This is an optimization exercise on Yosys and OpenROAD, whose aim is small area, a short achievable clock period and few clock cycles per item, not a production implementation.
At most, simulation tests tie the RTL to the original design; equivalence was not proved.
For run 2, only the layout was checked, not whether the RTL still works.
Power and IR drop assume default switching activity.

## flow/design.v (module list and top-level ports; edited modules follow where they fit)
// module mul_fa: 11 lines
// module mul_ha: 10 lines
// module dadda_mul: 1940 lines
module dadda_mul
(
    input  logic        clk,
    input  logic        rst_n,
    input  logic        in_valid,
    input  logic        mode,
    input  logic [15:0] a,
    input  logic [15:0] b,
    output logic        out_valid,
    output logic [15:0] hi,
    output logic [15:0] lo
);
  // ...
==> flow/run.sh <==
#!/bin/bash
# synth_recipe.tcl (not shown) runs the flow's synth.tcl, then flattens the netlist and writes it again
# the make line also repeats each setting of config.mk as NAME=value (left out here)
make -C /OpenROAD-flow-scripts/flow DESIGN_CONFIG=/design/flow/config.mk WORK_HOME=/design/flow/orfs CLKGATE_MAP_FILE= SYNTH_SCRIPT=/design/flow/synth_recipe.tcl finish
==> flow/config.mk <==
export PLATFORM = sky130hd
export DESIGN_NAME = dadda_mul
export DESIGN_NICKNAME = dadda_mul
export VERILOG_FILES = /design/flow/design.v
export SDC_FILE = /design/flow/constraint.sdc
export NUM_CORES = 4
export LEC_CHECK = 0
export ABC_AREA = 1
export CAP_MARGIN = 20
export CORE_MARGIN = 2
export CORE_UTILIZATION = 40
export CTS_CLUSTER_DIAMETER = 150
export CTS_CLUSTER_SIZE = 30
export SETUP_SLACK_MARGIN = 2.2
export SLEW_MARGIN = 20
export SYNTH_HIERARCHICAL = 1
export SYNTH_MINIMUM_KEEP_SIZE = 0
==> flow/constraint.sdc <==
create_clock -name core_clock -period 4.0 [get_ports {clk}]
set_input_delay 0.8000 -clock core_clock [delete_from_list [all_inputs] [get_ports {clk}]]
set_output_delay 0.8000 -clock core_clock [all_outputs]
set_load 0.01 [all_outputs]
==> results.yml, run 1 <==
logic_synthesis:
  synth_compound_area_share_pct: 7.388
  synthTopCellsByArea: "dfxtp_1, fa_1, xor2_1"
  synth_mux_area_share_pct: 0.5775
  synthCells: 1206
power:
  powerComb_uw: 3220
  clkPwrFrac_pct: 17.0
  p_switching_uw: 3342
  switching_share_pct: 33.28
  power_report.internal_total_uw: 6701
sta:
  clock_skew_ps: 43.80
  tns_ps: 0
critical_path:
  startpoint: "vld[4]"
  startpoint_type: "flip-flop"
  crit_chain: "buf_2"
placement:
  dp.cells: 1674
  dp_slack_ps: 1750
  dp_hpwl_um: 19070
die:
  die_w_um: 188.7
cts:
  cts_setup_buffers: 12
global_route:
  grt_pass1_vias: 8573
  grt_max_degree: 32
  antenna_found_initial: 1
final_layout:
  bufAreaShareNonClock_pct: 6.216
  nMultiInputCombCells: 711
drt:
  met1_length_um: 12700
hold_path:
  min_delay_worst_endpoint: "p471_q4"
run_status:
  status: "no timing/DRC/antenna violations"
Testbench counts, summed over its fixed seeds: cycles 16,032, items 16,000.
==> run 2, diff against run 1 <==
--- a/flow/design.v
+++ b/flow/design.v
@@ -237,18 +237,18 @@
     logic pp156;
     logic pp157;
     logic pp158;
     logic pp159;
     logic pp160;
     logic pp161;
     logic pp162;
     logic pp163;
-    logic mode_q1;
     logic d8164;
+    logic d8164_q1;
     logic pp165;
     logic pp166;
     logic pp167;
     logic pp168;
     logic pp169;
     logic pp170;
     logic pp171;
     logic pp172;
@@ -710,28 +710,22 @@
     logic s461;
     logic c462;
     logic s463;
     logic c464;
     logic s465;
     logic c466;
     logic s467;
     logic c468;
-    logic pp5_q2;
-    logic pp5_q3;
-    logic b_1_q2;
-    logic b_1_q3;
     logic p469;
     logic g470;
     logic s183_q2;
     logic c182_q2;
     logic p471;
     logic g472;
-    logic s299_q3;
-    logic c298_q3;
     logic p473;
     logic g474;
     logic p475;
     logic g476;
     logic s379_q3;
     logic c378_q3;
     logic p477;
     logic g478;
@@ -786,139 +780,141 @@
     logic g520;
     logic s467_q3;
     logic c466_q3;
     logic p521;
     logic g522;
     logic pp6_q2;
     logic pp6_q3;
     logic pp6_q4;
+    logic g470_q2;
+    logic g470_q3;
     logic g470_q4;
     logic G523;
+    logic p469_q2;
+    logic p469_q3;
     logic p469_q4;
     logic P524;
     logic p471_q3;
     logic p471_q4;
     logic s181_q2;
     logic s181_q3;
     logic s181_q4;
     logic P525;
+    logic p473_q3;
     logic p473_q4;
     logic s297_q3;
     logic s297_q4;
     logic P526;
     logic s377_q3;
     logic s377_q4;
     logic g476_q3;
     logic g476_q4;
     logic G527;
     logic p475_q3;
     logic p475_q4;
     logic P528;
-    logic g480_q4;
-    logic p479_q4;
-    logic g478_q4;
     logic G529;
+    logic p479_q4;
     logic p477_q4;
     logic P530;
     logic s427_q4;
     logic g482_q4;
     logic G531;
     logic p481_q4;
     logic P532;
     logic G533;
     logic p485_q4;
     logic p483_q4;
     logic P534;
-    logic g490_q4;
-    logic p489_q4;
-    logic g488_q4;
     logic G535;
+    logic p489_q4;
     logic p487_q4;
     logic P536;
     logic G537;
     logic p493_q4;
     logic p491_q4;
     logic P538;
-    logic g498_q4;
-    logic p497_q4;
-    logic g496_q4;
     logic G539;
+    logic p497_q4;
     logic p495_q4;
     logic P540;
-    logic g502_q4;
-    logic p501_q4;
-    logic g500_q4;
     logic G541;
+    logic p501_q4;
     logic p499_q4;
     logic P542;
     logic G543;
     logic p505_q4;
     logic p503_q4;
     logic P544;
-    logic g510_q4;
-    logic p509_q4;
-    logic g508_q4;
     logic G545;
+    logic p509_q4;
     logic p507_q4;
     logic P546;
     logic G547;
     logic p513_q4;
     logic p511_q4;
     logic P548;
     logic G549;
     logic p517_q4;
     logic p515_q4;
     logic P550;
-    logic g522_q4;
-    logic p521_q4;
-    logic g520_q4;
     logic G551;
+    logic p521_q4;
     logic p519_q4;
     logic P552;
     logic G553;
     logic P554;
     logic g472_q3;
     logic g472_q4;
     logic G555;
     logic P556;
+    logic g474_q3;
     logic g474_q4;
     logic G557;
     logic P558;
     logic G559;
     logic P560;
+    logic G529_q4;
     logic G561;
     logic P562;
     logic G563;
     logic P564;
+    logic g488_q4;
     logic G533_q4;
     logic G565;
     logic P566;
+    logic G535_q4;
     logic G567;
     logic P568;
+    logic g496_q4;
     logic G537_q4;
     logic G569;
     logic P570;
+    logic G539_q4;
     logic G571;
     logic P572;
     logic g504_q4;
+    logic G541_q4;
     logic G573;
     logic P574;
     logic G543_q4;
     logic G575;
     logic P576;
     logic g512_q4;
+    logic G545_q4;
     logic G577;
     logic P578;
     logic G547_q4;
     logic G579;
     logic P580;
-    logic G549_q4;
     logic G581;
     logic P582;
+    logic G551_q4;
+    logic G549_q4;
     logic G583;
     logic P584;
     logic G585;
     logic P586;
     logic G587;
     logic P588;
     logic G589;
     logic P590;
@@ -928,49 +924,53 @@
     logic G593;
     logic P594;
     logic G595;
     logic P596;
     logic G597;
     logic P598;
     logic G599;
     logic P600;
+    logic g500_q4;
     logic G601;
     logic P602;
     logic G603;
     logic P604;
     logic G605;
     logic P606;
     logic G607;
     logic P608;
     logic g516_q4;
     logic G609;
     logic P610;
     logic G611;
     logic P612;
+    logic G581_q4;
     logic G613;
     logic P614;
     logic G615;
     logic P616;
+    logic g478_q4;
     logic G617;
     logic P618;
     logic G619;
     logic P620;
     logic G621;
     logic P622;
     logic G623;
     logic P624;
     logic G625;
     logic P626;
     logic G627;
     logic P628;
     logic G629;
     logic P630;
     logic G631;
     logic P632;
+    logic g508_q4;
     logic G633;
     logic P634;
     logic G635;
     logic P636;
     logic G637;
     logic P638;
     logic G639;
     logic P640;
@@ -1205,33 +1205,33 @@
     assign pp156 = ((one144_q1 & a_10_q1) | (two145_q1 & a_9_q1)) ^ b_15_q1;
     assign pp157 = ((one144_q1 & a_11_q1) | (two145_q1 & a_10_q1)) ^ b_15_q1;
     assign pp158 = ((one144_q1 & a_12_q1) | (two145_q1 & a_11_q1)) ^ b_15_q1;
     assign pp159 = ((one144_q1 & a_13_q1) | (two145_q1 & a_12_q1)) ^ b_15_q1;
     assign pp160 = ((one144_q1 & a_14_q1) | (two145_q1 & a_13_q1)) ^ b_15_q1;
     assign pp161 = ((one144_q1 & a_15_q1) | (two145_q1 & a_14_q1)) ^ b_15_q1;
     assign pp162 = ((one144_q1 & ax1_q1) | (two145_q1 & a_15_q1)) ^ b_15_q1;
     assign pp163 = ~(((one144_q1 & ax1_q1) | (two145_q1 & ax1_q1)) ^ b_15_q1);
-    assign d8164 = b_15_q1 & ~mode_q1;
-    assign pp165 = d8164 & a_0_q1;
-    assign pp166 = d8164 & a_1_q1;
-    assign pp167 = d8164 & a_2_q1;
-    assign pp168 = d8164 & a_3_q1;
-    assign pp169 = d8164 & a_4_q1;
-    assign pp170 = d8164 & a_5_q1;
-    assign pp171 = d8164 & a_6_q1;
-    assign pp172 = d8164 & a_7_q1;
-    assign pp173 = d8164 & a_8_q1;
-    assign pp174 = d8164 & a_9_q1;
-    assign pp175 = d8164 & a_10_q1;
-    assign pp176 = d8164 & a_11_q1;
-    assign pp177 = d8164 & a_12_q1;
-    assign pp178 = d8164 & a_13_q1;
-    assign pp179 = d8164 & a_14_q1;
-    assign pp180 = d8164 & a_15_q1;
+    assign d8164 = b[15] & ~mode;
+    assign pp165 = d8164_q1 & a_0_q1;
+    assign pp166 = d8164_q1 & a_1_q1;
+    assign pp167 = d8164_q1 & a_2_q1;
+    assign pp168 = d8164_q1 & a_3_q1;
+    assign pp169 = d8164_q1 & a_4_q1;
+    assign pp170 = d8164_q1 & a_5_q1;
+    assign pp171 = d8164_q1 & a_6_q1;
+    assign pp172 = d8164_q1 & a_7_q1;
+    assign pp173 = d8164_q1 & a_8_q1;
+    assign pp174 = d8164_q1 & a_9_q1;
+    assign pp175 = d8164_q1 & a_10_q1;
+    assign pp176 = d8164_q1 & a_11_q1;
+    assign pp177 = d8164_q1 & a_12_q1;
+    assign pp178 = d8164_q1 & a_13_q1;
+    assign pp179 = d8164_q1 & a_14_q1;
+    assign pp180 = d8164_q1 & a_15_q1;
     mul_fa u_s181 (.a(pp7), .b(pp26), .ci(b_3_q1), .s(s181), .co(c182));
     mul_ha u_s183 (.a(pp8), .b(pp27), .s(s183), .co(c184));
     mul_fa u_s185 (.a(pp9), .b(pp28), .ci(pp46), .s(s185), .co(c186));
     mul_fa u_s187 (.a(pp10), .b(pp29), .ci(pp47), .s(s187), .co(c188));
     mul_fa u_s189 (.a(pp11), .b(pp30), .ci(pp48), .s(s189), .co(c190));
     mul_ha u_s191 (.a(pp66), .b(b_7_q1), .s(s191), .co(c192));
     mul_fa u_s193 (.a(pp12), .b(pp31), .ci(pp49), .s(s193), .co(c194));
     mul_fa u_s195 (.a(pp13), .b(pp32), .ci(pp50), .s(s195), .co(c196));
@@ -1372,22 +1372,22 @@
     mul_ha u_s453 (.a(s411_q3), .b(c410_q3), .s(s453), .co(c454));
     mul_ha u_s455 (.a(s413_q3), .b(c412_q3), .s(s455), .co(c456));
     mul_ha u_s457 (.a(s415_q3), .b(c414_q3), .s(s457), .co(c458));
     mul_ha u_s459 (.a(s417_q3), .b(c416_q3), .s(s459), .co(c460));
     mul_ha u_s461 (.a(s419_q3), .b(c418_q3), .s(s461), .co(c462));
     mul_ha u_s463 (.a(s421), .b(c420), .s(s463), .co(c464));
     mul_ha u_s465 (.a(s423), .b(c422), .s(s465), .co(c466));
     mul_ha u_s467 (.a(s425), .b(c424), .s(s467), .co(c468));
-    assign p469 = pp5_q3 ^ b_1_q3;
-    assign g470 = pp5_q3 & b_1_q3;
+    assign p469 = pp5 ^ b_1_q1;
+    assign g470 = pp5 & b_1_q1;
     assign p471 = s183_q2 ^ c182_q2;
     assign g472 = s183_q2 & c182_q2;
-    assign p473 = s299_q3 ^ c298_q3;
-    assign g474 = s299_q3 & c298_q3;
+    assign p473 = s299 ^ c298;
+    assign g474 = s299 & c298;
     assign p475 = s301 ^ c300;
     assign g476 = s301 & c300;
     assign p477 = s379_q3 ^ c378_q3;
     assign g478 = s379_q3 & c378_q3;
     assign p479 = s381_q3 ^ c380_q3;
     assign g480 = s381_q3 & c380_q3;
     assign p481 = s383_q3 ^ c382_q3;
     assign g482 = s383_q3 & c382_q3;
@@ -1432,71 +1432,71 @@
     assign p521 = s467_q3 ^ c466_q3;
     assign g522 = s467_q3 & c466_q3;
     assign G523 = pp6_q4 & g470_q4;
     assign P524 = pp6_q4 & p469_q4;
     assign P525 = p471_q4 & s181_q4;
     assign P526 = p473_q4 & s297_q4;
     assign G527 = s377_q4 & g476_q4;
     assign P528 = s377_q4 & p475_q4;
-    assign G529 = g480_q4 | (p479_q4 & g478_q4);
+    assign G529 = g480 | (p479 & g478);
     assign P530 = p479_q4 & p477_q4;
     assign G531 = s427_q4 & g482_q4;
     assign P532 = s427_q4 & p481_q4;
     assign G533 = g486 | (p485 & g484);
     assign P534 = p485_q4 & p483_q4;
-    assign G535 = g490_q4 | (p489_q4 & g488_q4);
+    assign G535 = g490 | (p489 & g488);
     assign P536 = p489_q4 & p487_q4;
     assign G537 = g494 | (p493 & g492);
     assign P538 = p493_q4 & p491_q4;
-    assign G539 = g498_q4 | (p497_q4 & g496_q4);
+    assign G539 = g498 | (p497 & g496);
     assign P540 = p497_q4 & p495_q4;
-    assign G541 = g502_q4 | (p501_q4 & g500_q4);
+    assign G541 = g502 | (p501 & g500);
     assign P542 = p501_q4 & p499_q4;
     assign G543 = g506 | (p505 & g504);
     assign P544 = p505_q4 & p503_q4;
-    assign G545 = g510_q4 | (p509_q4 & g508_q4);
+    assign G545 = g510 | (p509 & g508);
     assign P546 = p509_q4 & p507_q4;
     assign G547 = g514 | (p513 & g512);
     assign P548 = p513_q4 & p511_q4;
     assign G549 = g518 | (p517 & g516);
     assign P550 = p517_q4 & p515_q4;
-    assign G551 = g522_q4 | (p521_q4 & g520_q4);
+    assign G551 = g522 | (p521 & g520);
     assign P552 = p521_q4 & p519_q4;
     assign G553 = s181_q4 & G523;
     assign P554 = s181_q4 & P524;
     assign G555 = g472_q4 | (P525 & G523);
     assign P556 = P525 & P524;
     assign G557 = g476_q4 | (p475_q4 & g474_q4);
     assign P558 = p475_q4 & P526;
     assign G559 = G527 | (P528 & g474_q4);
     assign P560 = P528 & P526;
-    assign G561 = g482_q4 | (p481_q4 & G529);
+    assign G561 = g482_q4 | (p481_q4 & G529_q4);
     assign P562 = p481_q4 & P530;
-    assign G563 = G531 | (P532 & G529);
+    assign G563 = G531 | (P532 & G529_q4);
     assign P564 = P532 & P530;
     assign G565 = g488_q4 | (p487_q4 & G533_q4);
     assign P566 = p487_q4 & P534;
-    assign G567 = G535 | (P536 & G533_q4);
+    assign G567 = G535_q4 | (P536 & G533_q4);
     assign P568 = P536 & P534;
     assign G569 = g496_q4 | (p495_q4 & G537_q4);
     assign P570 = p495_q4 & P538;
-    assign G571 = G539 | (P540 & G537_q4);
+    assign G571 = G539_q4 | (P540 & G537_q4);
     assign P572 = P540 & P538;
-    assign G573 = g504_q4 | (p503_q4 & G541);
+    assign G573 = g504_q4 | (p503_q4 & G541_q4);
     assign P574 = p503_q4 & P542;
-    assign G575 = G543_q4 | (P544 & G541);
+    assign G575 = G543_q4 | (P544 & G541_q4);
     assign P576 = P544 & P542;
-    assign G577 = g512_q4 | (p511_q4 & G545);
+    assign G577 = g512_q4 | (p511_q4 & G545_q4);
     assign P578 = p511_q4 & P546;
-    assign G579 = G547_q4 | (P548 & G545);
+    assign G579 = G547_q4 | (P548 & G545_q4);
     assign P580 = P548 & P546;
-    assign G581 = g520_q4 | (p519_q4 & G549_q4);
+    assign G581 = g520 | (p519 & G549);
     assign P582 = p519_q4 & P550;
-    assign G583 = G551 | (P552 & G549_q4);
+    assign G583 = G551_q4 | (P552 & G549_q4);
     assign P584 = P552 & P550;
     assign G585 = s297_q4 & G555;
     assign P586 = s297_q4 & P556;
     assign G587 = g474_q4 | (P526 & G555);
     assign P588 = P526 & P556;
     assign G589 = G557 | (P558 & G555);
     assign P590 = P558 & P556;
     assign G591 = G559 | (P560 & G555);
@@ -1506,49 +1506,49 @@
     assign G595 = G533_q4 | (P534 & G563);
     assign P596 = P534 & P564;
     assign G597 = G565 | (P566 & G563);
     assign P598 = P566 & P564;
     assign G599 = G567 | (P568 & G563);
     assign P600 = P568 & P564;
     assign G601 = g500_q4 | (p499_q4 & G571);
     assign P602 = p499_q4 & P572;
-    assign G603 = G541 | (P542 & G571);
+    assign G603 = G541_q4 | (P542 & G571);
     assign P604 = P542 & P572;
     assign G605 = G573 | (P574 & G571);
     assign P606 = P574 & P572;
     assign G607 = G575 | (P576 & G571);
     assign P608 = P576 & P572;
     assign G609 = g516_q4 | (p515_q4 & G579);
     assign P610 = p515_q4 & P580;
     assign G611 = G549_q4 | (P550 & G579);
     assign P612 = P550 & P580;
-    assign G613 = G581 | (P582 & G579);
+    assign G613 = G581_q4 | (P582 & G579);
     assign P614 = P582 & P580;
     assign G615 = G583 | (P584 & G579);
     assign P616 = P584 & P580;
     assign G617 = g478_q4 | (p477_q4 & G591);
     assign P618 = p477_q4 & P592;
-    assign G619 = G529 | (P530 & G591);
+    assign G619 = G529_q4 | (P530 & G591);
     assign P620 = P530 & P592;
     assign G621 = G561 | (P562 & G591);
     assign P622 = P562 & P592;
     assign G623 = G563 | (P564 & G591);
     assign P624 = P564 & P592;
     assign G625 = G593 | (P594 & G591);
     assign P626 = P594 & P592;
     assign G627 = G595 | (P596 & G591);
     assign P628 = P596 & P592;
     assign G629 = G597 | (P598 & G591);
     assign P630 = P598 & P592;
     assign G631 = G599 | (P600 & G591);
     assign P632 = P600 & P592;
     assign G633 = g508_q4 | (p507_q4 & G607);
     assign P634 = p507_q4 & P608;
-    assign G635 = G545 | (P546 & G607);
+    assign G635 = G545_q4 | (P546 & G607);
     assign P636 = P546 & P608;
     assign G637 = G577 | (P578 & G607);
     assign P638 = P578 & P608;
     assign G639 = G579 | (P580 & G607);
     assign P640 = P580 & P608;
     assign G641 = G609 | (P610 & G607);
     assign P642 = P610 & P608;
     assign G643 = G611 | (P612 & G607);
@@ -1666,17 +1666,17 @@
         b_11_q1 <= b[11];
         two105_q1 <= two105;
         one124_q1 <= one124;
         b_13_q1 <= b[13];
         two125_q1 <= two125;
         one144_q1 <= one144;
         b_15_q1 <= b[15];
         two145_q1 <= two145;
-        mode_q1 <= mode;
+        d8164_q1 <= d8164;
         s185_q2 <= s185;
         b_5_q2 <= b_5_q1;
         c184_q2 <= c184;
         s187_q2 <= s187;
         c186_q2 <= c186;
         s189_q2 <= s189;
         s191_q2 <= s191;
         c188_q2 <= c188;
@@ -1834,103 +1834,103 @@
         s413_q3 <= s413;
         c412_q3 <= c412;
         s415_q3 <= s415;
         c414_q3 <= c414;
         s417_q3 <= s417;
         c416_q3 <= c416;
         s419_q3 <= s419;
         c418_q3 <= c418;
-        pp5_q2 <= pp5;
-        pp5_q3 <= pp5_q2;
-        b_1_q2 <= b_1_q1;
-        b_1_q3 <= b_1_q2;
         s183_q2 <= s183;
         c182_q2 <= c182;
-        s299_q3 <= s299;
-        c298_q3 <= c298;
         s379_q3 <= s379;
         c378_q3 <= c378;
         s381_q3 <= s381;
         c380_q3 <= c380;
         s383_q3 <= s383;
         c382_q3 <= c382;
         s463_q3 <= s463;
         s465_q3 <= s465;
         c464_q3 <= c464;
         s467_q3 <= s467;
         c466_q3 <= c466;
         pp6_q2 <= pp6;
         pp6_q3 <= pp6_q2;
         pp6_q4 <= pp6_q3;
-        g470_q4 <= g470;
-        p469_q4 <= p469;
+        g470_q2 <= g470;
+        g470_q3 <= g470_q2;
+        g470_q4 <= g470_q3;
+        p469_q2 <= p469;
+        p469_q3 <= p469_q2;
+        p469_q4 <= p469_q3;
         p471_q3 <= p471;
         p471_q4 <= p471_q3;
         s181_q2 <= s181;
         s181_q3 <= s181_q2;
         s181_q4 <= s181_q3;
-        p473_q4 <= p473;
+        p473_q3 <= p473;
+        p473_q4 <= p473_q3;
         s297_q3 <= s297;
         s297_q4 <= s297_q3;
         s377_q3 <= s377;
         s377_q4 <= s377_q3;
         g476_q3 <= g476;
         g476_q4 <= g476_q3;
         p475_q3 <= p475;
         p475_q4 <= p475_q3;
-        g480_q4 <= g480;
         p479_q4 <= p479;
-        g478_q4 <= g478;
         p477_q4 <= p477;
         s427_q4 <= s427;
         g482_q4 <= g482;
         p481_q4 <= p481;
         p485_q4 <= p485;
         p483_q4 <= p483;
-        g490_q4 <= g490;
         p489_q4 <= p489;
-        g488_q4 <= g488;
         p487_q4 <= p487;
         p493_q4 <= p493;
         p491_q4 <= p491;
-        g498_q4 <= g498;
         p497_q4 <= p497;
-        g496_q4 <= g496;
         p495_q4 <= p495;
-        g502_q4 <= g502;
         p501_q4 <= p501;
-        g500_q4 <= g500;
         p499_q4 <= p499;
         p505_q4 <= p505;
         p503_q4 <= p503;
-        g510_q4 <= g510;
         p509_q4 <= p509;
-        g508_q4 <= g508;
         p507_q4 <= p507;
         p513_q4 <= p513;
         p511_q4 <= p511;
         p517_q4 <= p517;
         p515_q4 <= p515;
-        g522_q4 <= g522;
         p521_q4 <= p521;
-        g520_q4 <= g520;
         p519_q4 <= p519;
         g472_q3 <= g472;
         g472_q4 <= g472_q3;
-        g474_q4 <= g474;
+        g474_q3 <= g474;
+        g474_q4 <= g474_q3;
+        G529_q4 <= G529;
+        g488_q4 <= g488;
         G533_q4 <= G533;
+        G535_q4 <= G535;
+        g496_q4 <= g496;
         G537_q4 <= G537;
+        G539_q4 <= G539;
         g504_q4 <= g504;
+        G541_q4 <= G541;
         G543_q4 <= G543;
         g512_q4 <= g512;
+        G545_q4 <= G545;
         G547_q4 <= G547;
+        G551_q4 <= G551;
         G549_q4 <= G549;
         g484_q4 <= g484;
+        g500_q4 <= g500;
         g516_q4 <= g516;
+        G581_q4 <= G581;
+        g478_q4 <= g478;
+        g508_q4 <= g508;
         g492_q4 <= g492;
         prod[0] <= sum681;
         prod[1] <= sum682;
         prod[2] <= sum683;
         prod[3] <= sum684;
         prod[4] <= sum685;
         prod[5] <= sum686;
         prod[6] <= sum687;
--- a/flow/config.mk
+++ b/flow/config.mk
@@ -6,12 +6,13 @@
 export NUM_CORES = 4
 export LEC_CHECK = 0
 export ABC_AREA = 1
 export CAP_MARGIN = 20
 export CORE_MARGIN = 2
 export CORE_UTILIZATION = 40
 export CTS_CLUSTER_DIAMETER = 150
 export CTS_CLUSTER_SIZE = 30
+export GPL_TIMING_DRIVEN = 1
 export SETUP_SLACK_MARGIN = 2.2
 export SLEW_MARGIN = 20
 export SYNTH_HIERARCHICAL = 1
 export SYNTH_MINIMUM_KEEP_SIZE = 0
==> run 2 against run 1 <==
Net effect: still clean on timing, DRC and antenna; sequential share of layout area down 0.38 points; via count is essentially flat; worst hold slack improved by 7.4 ps; cell area increased by 1.1%; wire length rose by 1.1%; worst setup slack worse by 13 ps; utilization grew 0.49 points; global-route usage is 0.13 points lower; non-clock buffer count up 3; fmax decreased by 0.74%; clock power is essentially flat; flip-flop and latch count unchanged; largest power group unchanged; highest routed layer unchanged.
==> results.yml, run 2 <==
run_status:
  status: "no timing/DRC/antenna violations"
hold_path:
  holdPathStages: 0
  hold_start: "p469_q4"
  hold_class: "reg2reg"
  min_delay_worst_endpoint: "prod[0]"
cts:
  cts.root.buffer_cell: "clkbuf_16"
  numCtsBuffers: 15
  cts_tree: "done"
  cts_sinks: 333
  clock_path_buffers: 3
  cts.clk_slew.worst_paths_ps: 110
  htree_levels: 1
  clk_latency_ps: 510
logic_synthesis:
  ys_warn_count: 7
  synthesis.nets: 1428
  ys_seq_area_share_pct: 49.06
  synth.most_common_cell: "dfxtp_1"
  syn_area_sq_mm: 0.01364
  synthFlopType: "dfxtp_1"
  synthTopCellsByArea: "dfxtp_1, fa_1, xor2_1"
  syn-mean-instance-area_sq_um: 11.20
  synthCells: 1218
  synth.top_cells.by_count: "dfxtp_1, xor2_1, o22ai_1"
  synth_top_area_share_pct: 48.14
  ys_ff_latch: 333
  ys_async_sr_fraction_pct: 1.502
  synth_edf_count: 0
  synthDistinctLibCells: 25
  yosys.area.top_type: "dfxtp_1"
power:
  p_per_area_mw_per_mm2: 642.7
  max-vdd-ir-drop_mv: 0.3814
  clkPwrFrac_pct: 17.0
  power_report.internal_total_uw: 6760
  switching_share_pct: 33.01
  leakage_uw: 0.007038
  p_switching_uw: 3332
  power_frac_comb_pct: 32.0
  pwr-share-seq_pct: 51.0
  power.total_uw: 10090
critical_path:
  worstPathRequired_ps: 3200
  startpoint_type: "flip-flop"
  rr_worst_depth: 4
  crit_chain: "buf_2"
  end_kind: "output port"
  cp_max_fo: 1
  path_buf_inv: 1
  worstSetupPathType: "reg2out"
  cp.arrival_ps: 1010
  rr_endpoint: "s219_q2"
  cp_top_family: "flip-flops"
  reg2reg_slack_ps: 2230
  crit_path_max_incr_delay_ps: 370
  cpMaxStageDelayCell: "dfrtp_1"
  r2r-start: "one84_q1"
drt:
  num_vias: 8283
  drt_iter0_drc: 533
  wl_um: 27410
  drc: 0
  routedWlPerCell_um: 15.80
  antenna_left: 0
  via_per_inst: 4.774
  drt_first_pass_iters: 5
placement:
  dpl_cell_area_sq_mm: 0.01467
  gp_congestion: 0.8725
  dp_hpwl_um: 19650
  io_buffers: 68
die:
  io_pins: 69
  core_area_sq_mm: 0.03353
  placementRows: 67
  dieArea_sq_mm: 0.03559
  start_util_pct: 40.68
  die_w_um: 188.7
  die_h_um: 188.7
final_layout:
  final_common_cell: "dfxtp_1"
  finalNetCount: 1496
  largest_reg_flops: 32
  reg.largest.list: "prod x32, vld x5"
  drive_above_1_share_pct: 12.82
  design_area_sq_mm: 0.01570
  diodes: 0
  top_register: "prod"
  layout_common_cells: "dfxtp_1, xor2_1, o22ai_1, nand2_1, fa_1"
  area_growth_syn_to_layout_pct: 15.12
global_route:
  grt_max_degree: 32
  grt_pass1_vias: 8379
  grt_pass1_wl_um: 44370
  grt_util_all_layers_pct: 15.57
  antenna_found_initial: 0
  overflow: 0
sta:
  finalCriticalPeriod_ps: 1811
  clock_skew_ps: 33.97
  maxSlewViolCount: 0
  worst_slew_pin_slew_ps: 696.8
  clock.fmax_mhz: 552.3
  slew_headroom_pct: 53.49
  tns_ps: 0
  rsz0062_at_grt: "true"
  setup_violations: 0
  hold_violations: 0
  finalCritPeriodShare_pct: 45.26
flow_run:
  maxCapViolations: 0
run 2: changes by cell type after synthesis, moves of 3 or more:
cell,previous run,this run
a21o_1,5,11
inv_1,89,124
nand2_4,3,0
nand2_1,119,126
o21bai_1,0,4
nor3_2,3,0
nor2_1,57,45
buf_1,3,0
clkinv_1,18,3
clkbuf_1,28,33
inv_2,5,1
run 2: cell type report:
class | count | area [sq um]
timing repair buffer | 101 | 1120
multi-input combinational | 706 | 6277
fill | 3104 | 17830
timing repair inverter | 1 | 7.507
clock inverter | 2 | 38.79
inverter | 128 | 586.8
sequential | 333 | 6733
clock buffer | 16 | 379.1
tap | 448 | 560.5
run 2: how the worst max path moves through the flow:
| stage | from | endpoint | slack, ps | cells past startpoint |
|---|---|---|---|---|
| after floorplan | ax1_q1 | s239_q2 | 2290 | 5 |
| after global placement | b_1_q1 | s245_q2 | 1960 | 4 |
| after detailed placement | b_1_q1 | s239_q2 | 1880 | 4 |
| after CTS | prod[12] | lo[12] | 2070 | 1 |
| after global routing | vld[4] | out_valid | 2140 | 1 |
| final | vld[4] | out_valid | 2190 | 1 |
run 2: power groups by stage:
stage	Clock [uW]	Sequential [uW]	Combinational, uW
global route	1920	5290	3880
detailed placement	0	5230	3280
global placement	0	5210	3210
floorplan	0	5090	2170
finish	1720	5150	3230
CTS	1790	5140	3200
run 2: repair_timing:
action / 4_1_cts / 5_1_grt
setup endpoints to repair: 118 / 95
gates resized for setup: 156 / 55
cloned: 0 / 1
hold buffers: 0 / 0
pin swaps: 0 / 1
setup buffers: 15 / 17
run 2: kinds of logic (layout without fill, tap and decap cells):
logic type | after synthesis | count (layout) | share of synthesized area [%]
flip-flops | 333 | 333 | 49.06
AND/OR/NAND/NOR | 205 | 205 | 6.081
buffers and inverters | 179 | 248 | 5.137
adder cells (fa/ha/maj) | 174 | 174 | 21.85
AO/OA/AOI/OAI | 170 | 170 | 7.687
XOR/XNOR | 151 | 151 | 9.695
multiplexers | 6 | 6 | 0.4953
run 2: layer usage:
metal | global-route usage, % | up-vias | part of all wire, %
met5 | 0 | - | 0
met4 | 4.898 | 0 | 3.0
met3 | 2.421 | 43 | 5.8
met2 | 25.42 | 216 | 45
met1 | 21.29 | 3989 | 46
li1 | - | 4035 | -
run 2: per-module statistics from Yosys (local to each module, per instance):
| module | area, sq um | copies in the design | flops+latches | cells inside |
|---|---|---|---|---|
| mul_ha | 12.51 | 31 | 0 | 1 |
| mul_fa | 20.02 | 107 | 0 | 1 |
| dadda_mul | 11110 | 1 | 333 | 1080 |
run 2: metrics by stage:
step / hold WS, ps / worst slack, ps / cells / util [%]
2_1_floorplan: 309.6 / 2287 / 1218 / -
3_3_place_gp: 311.8 / 1961 / 1684 / 43.75
3_5_place_dp: 312.1 / 1876 / 1684 / 43.75
4_1_cts: 337.0 / 2069 / 1717 / 45.30
5_1_grt: 346.9 / 2142 / 1735 / 46.83
6_report: 336.4 / 2189 / 1735 / 46.83

-- what the ideal ports hide --
Ports are ideal in the flow. The routed layouts listed here were re-timed in OpenROAD.
Step 1, drivers: a clkbuf_16 drives clk and a buf_2 each remaining input, both assumed.
Step 2 times the ports against the registers' clock, not the clock port: input delays grow and output delays shrink by t, the midpoint of the rising clock arrivals with the driver on.
a / b / c = no drivers / after step 1 / after step 2; a / b = the first two.
run	shift t [ns]	slack for setup (ns)	cell pins on the clock port's net
run 1	0.549	2.203 / 2.153 / 2.141	1
run 2	0.540	2.189 / 2.145 / 2.125	1
After both steps every run listed still meets setup and hold. The setup slack of run 2, which loses most, moves by -0.044 ns with the drivers and by -0.064 ns with both steps.
